What follows belongs to an exercise in optimizing a design on an open flow for small area, a short achievable clock period and few clock cycles; a production flow would make more cautious choices.
At most, simulation tests tie the RTL to the original design; equivalence was not proved.

==> flow/design.v (excerpt) <==
module accel_top #(
  parameter int ARRAY_N = 4
) (
  input  logic        clk,
  input  logic        arst_n,
  input  logic        psel,
  input  logic        penable,
  input  logic        pwrite,
  input  logic [11:0] paddr,
  input  logic [31:0] pwdata,
  output logic [31:0] prdata,
  output logic        pready,
  output logic        pslverr,
  output logic        interrupt,
  output logic        busy
);
Size: roughly 2200 cells after synthesis, ~720 flip-flops, roughly 85 I/O pins, about 0.032 mm^2 of cells after synthesis.
clock: 10.0 ns
lec_check: 0
cap_margin: 20
core_margin: 2
core_utilization: 40
place_density: 0.6
slew_margin: 20
run.sh (not shown) runs the stock make flow with config.mk's settings and CLKGATE_MAP_FILE= SYNTH_SCRIPT=/design/flow/synth_recipe.tcl, a recipe that flattens the netlist after the stock synthesis.
The first run passed the timing, DRC and antenna checks.
Rerun with:
==> flow/flow/run.sh (new file) <==
#!/bin/bash
# layout flow: the standard flow, with timing repair asked for 6.6 ns of setup slack
# so that it keeps improving the achieved period beyond the 10 ns clock
set -euo pipefail
bash standard.sh SETUP_SLACK_MARGIN=6.6 finish > standard.log 2>&1
==> flow/standard.sh (new file) <==
#!/bin/bash
# synth_recipe.tcl (not shown) runs the flow's synth.tcl, then flattens the netlist and writes it again
# the make line also repeats each setting of config.mk as NAME=value (left out here)
make -C /OpenROAD-flow-scripts/flow DESIGN_CONFIG=/design/flow/config.mk WORK_HOME=/design/flow/orfs CLKGATE_MAP_FILE= SYNTH_SCRIPT=/design/flow/synth_recipe.tcl "${@:-finish}"
removed: flow/run.sh
The changed run finished clean.
Area after synthesis stays the same.
Die area is unchanged.
Final area is higher by 2.2%.
Clock-buffer cell count is higher by 1.
Function was not checked in any run of this note: the RTL went through the layout flow alone.


accel_top, a different RTL version from the one above (not shown whole).
For scale: ~710 flip-flops, about 85 I/O pins, about 0.030 sq mm of cells after synthesis.
==> flow/design.v (excerpt) <==
module accel_top #(
  parameter int ARRAY_N = 4
) (
  input  logic        clk,
  input  logic        arst_n,
  input  logic        psel,
  input  logic        penable,
  input  logic        pwrite,
  input  logic [11:0] paddr,
  input  logic [31:0] pwdata,
  output logic [31:0] prdata,
  output logic        pready,
  output logic        pslverr,
  output logic        interrupt,
  output logic        busy
);
  localparam int CELLS  = ARRAY_N * ARRAY_N;
  localparam int T_BITS = 58;
  logic       setup;
  logic       in_buf;
  logic       hit_ctrl, hit_status, hit_a, hit_b;
  logic       ro_bits;
  logic       dec_err;
  logic [3:0] pidx;
  logic       rd_c, rd_status, rd_ctrl, rd_other;
  assign setup      = psel && !penable;
  assign in_buf     = (paddr[1:0] == 2'b00) && (paddr[7:6] == 2'b00);
  assign hit_ctrl   = (paddr == 12'h000);
  assign hit_status = (paddr == 12'h004);
  assign hit_a      = in_buf && (paddr[11:8] == 4'h1);
  assign hit_b      = in_buf && (paddr[11:8] == 4'h2);
  assign ro_bits    = |{pwdata[31:2], pwdata[0]};
  assign pidx       = paddr[5:2];
  always_comb begin
    if (pwrite) begin
      dec_err = !(hit_ctrl || hit_status || hit_a || hit_b) || (hit_status && ro_bits) ||
                ((hit_a || hit_b) && busy);
    end else begin
      dec_err = !(hit_ctrl || hit_status || hit_a || hit_b || (in_buf && paddr[11:8] == 4'h3));
    end
  end
  assign rd_c      = psel && !penable && !pwrite && (paddr[11:8] == 4'h3) &&
                     (paddr[7:6] == 2'b00) && (paddr[1:0] == 2'b00);
  assign rd_status = setup && !pwrite && hit_status;
  ...
clock: 10.0 ns
lec_check: 0
cap_margin: 20
core_margin: 2
core_utilization: 40
place_density: 0.6
slew_margin: 20
standard.sh (not shown) runs the stock make flow with config.mk's settings and CLKGATE_MAP_FILE= SYNTH_SCRIPT=/design/flow/synth_recipe.tcl, a recipe that flattens the netlist after the stock synthesis.
==> flow/flow/run.sh <==
#!/bin/bash
# layout flow: the standard flow, with timing repair asked for 6.6 ns of setup slack
# so that it keeps improving the achieved period beyond the 10 ns clock
set -euo pipefail
bash standard.sh SETUP_SLACK_MARGIN=6.6 finish > standard.log 2>&1
Testbench counts at the start, summed over its fixed seeds: cycles 6,592.
Rerun with:
- CTS_BUF_LIST: not set -> sky130_fd_sc_hd__clkbuf_16
- CTS_CLUSTER_DIAMETER: not set -> 80
- CTS_CLUSTER_SIZE: not set -> 32
Outcome:
- utilization decreases by 2.0 points
- register-to-register slack is about the same
- setup slack is worse by 0.053 ns
- cell count decreases by a few percent


accel_top, a different RTL version from the one above (not shown whole).
Size: about 2,200 cells after synthesis, ~720 flip-flops, about 0.032 sq mm of cells after synthesis.
// accel_top
module accel_top #(
  parameter int ARRAY_N = 4
) (
  input  logic        clk,
  input  logic        arst_n,
  input  logic        psel,
  input  logic        penable,
  input  logic        pwrite,
  input  logic [11:0] paddr,
  input  logic [31:0] pwdata,
  output logic [31:0] prdata,
  output logic        pready,
  output logic        pslverr,
  output logic        interrupt,
  output logic        busy
);
clock: 10.0 ns
lec_check: 0
cap_margin: 20
core_margin: 2
core_utilization: 40
place_density: 0.6
slew_margin: 20
Scripts as last shown in full above: flow/flow/run.sh
Change:
Settings changed: CTS_BUF_LIST set to sky130_fd_sc_hd__clkbuf_16, CTS_CLUSTER_DIAMETER set to 60, CTS_CLUSTER_SIZE set to 25.
Design area decreases by about 2.4%.
Clock-buffer cell count decreases by 71.
Cell count decreases by about 1.5%.
Worst hold slack improves by 0.0090 ns.
Register-to-register slack degrades by 0.04 ns.
Function was not checked in any run of this note: the RTL went through the layout flow alone.


birch:
Another version of the RTL of accel_top (not shown whole).
For scale: roughly 710 flip-flops, roughly 85 I/O pins.
==> flow/config.mk <==
export PLATFORM = sky130hd
export DESIGN_NAME = accel_top
export DESIGN_NICKNAME = accel_top
export VERILOG_FILES = /design/flow/design.v
export SDC_FILE = /design/flow/constraint.sdc
export NUM_CORES = 4
export LEC_CHECK = 0
export CAP_MARGIN = 20
export CORE_MARGIN = 2
export CORE_UTILIZATION = 40
export CTS_BUF_LIST = sky130_fd_sc_hd__clkbuf_16
export CTS_CLUSTER_DIAMETER = 80
export CTS_CLUSTER_SIZE = 32
export PLACE_DENSITY = 0.6
export SLEW_MARGIN = 20
==> flow/constraint.sdc <==
create_clock -name core_clock -period 10.0 [get_ports {clk}]
set_input_delay 2.0000 -clock core_clock [delete_from_list [all_inputs] [get_ports {clk}]]
set_output_delay 2.0000 -clock core_clock [all_outputs]
set_load 0.01 [all_outputs]
==> flow/flow/run.sh <==
#!/bin/bash
# layout flow: the standard flow, with timing repair asked for 7.0 ns of setup slack so
# that it keeps improving the achieved period beyond the 10 ns clock, and with plain
# buffers (rather than delay cells) on the ports
set -euo pipefail
bash standard.sh SETUP_SLACK_MARGIN=7.0 \
  "BUFFER_PORTS_ARGS=-buffer_cell sky130_fd_sc_hd__buf_2" finish > standard.log 2>&1
birch finished end to end and its layout was clean on timing, DRC and antenna.
Testbench counts of birch, summed over its fixed seeds: cycles 6,656.
Changes in pine relative to birch:
==> flow/flow/run.sh <==
#!/bin/bash
# layout flow: the standard flow, with timing repair asked for 6.6 ns of setup slack so
# that it keeps improving the achieved period beyond the 10 ns clock, and with plain
# buffers (rather than delay cells) on the ports
set -euo pipefail
bash standard.sh SETUP_SLACK_MARGIN=6.6 \
  "BUFFER_PORTS_ARGS=-buffer_cell sky130_fd_sc_hd__buf_2" finish > standard.log 2>&1
Notes after the runs:
- As far as area after synthesis goes, pine and birch are indistinguishable; the numbers are identical.
- Summary of pine over birch: final clock period utilization by the worst path rose by 0.48 points; minimum setup slack after placement rose by 0.0097 ns; cell area fell by 510 um2; core occupancy in the finished layout fell by 0.75 points.
- Met3 wire length (pine vs. birch) decreases by a few percent
- Compared to birch, pine has non-clock buffer area fraction after layout 0.96 points lower.
- Cmp pine vs birch: clock period minus final worst setup slack higher in pine
- Looking at startpoint-to-endpoint class of the critical path, the in2reg result is from pine; the reg2out one comes from birch.
- For instance count along the most critical hold path, pine and birch come out practically identical.
- Against birch, wire length of the first global-routing pass in pine came out better.

## re-timing with driven ports
In the flow no input, the clock included, has a driving cell. The finished layouts below were timed again as built, in two steps.
Step 1 assumes that a clkbuf_16 drives the clock port and a buf_2 every other input.
Step 2 times the ports against the registers' clock, not the clock port: input delays grow and output delays shrink by t, the midpoint of the rising clock arrivals with the driver on.
Slacks: ideal ports / drivers / drivers and shift; pairs: ideal ports / drivers.
run	t (ns)	slack for setup (ns)	hold slack, ns	worst setup path after step 2	worst slew at a driven data input, ns
the first run of note 1	0.670	5.902 / 5.902 / 5.392	0.431 / 0.431 / 0.431	input to register	0.05
the second run of note 1	0.668	6.290 / 6.290 / 5.668	0.437 / 0.437 / 0.437	input to register	0.05
the first run of note 2	0.674	6.598 / 6.595 / 5.948	0.347 / 0.347 / 0.347	input to register	0.08
the second run of note 2	0.695	6.544 / 6.584 / 5.889	0.361 / 0.361 / 0.361	input to register	0.08
the first run of note 3	0.677	6.466 / 6.466 / 5.993	0.431 / 0.431 / 0.431	input to register	0.05
the second run of note 3	0.667	6.431 / 6.431 / 6.003	0.440 / 0.440 / 0.440	input to register	0.05
birch	0.693	6.808 / 6.750 / 6.251	0.390 / 0.390 / 0.390	input to register	0.04
pine	0.678	6.761 / 6.746 / 6.124	0.394 / 0.394 / 0.394	input to register	0.04
After both steps every run listed still meets setup and hold. The setup slack of the second run of note 2, which loses most, moves by +0.040 ns with the drivers and by -0.655 ns with both steps.
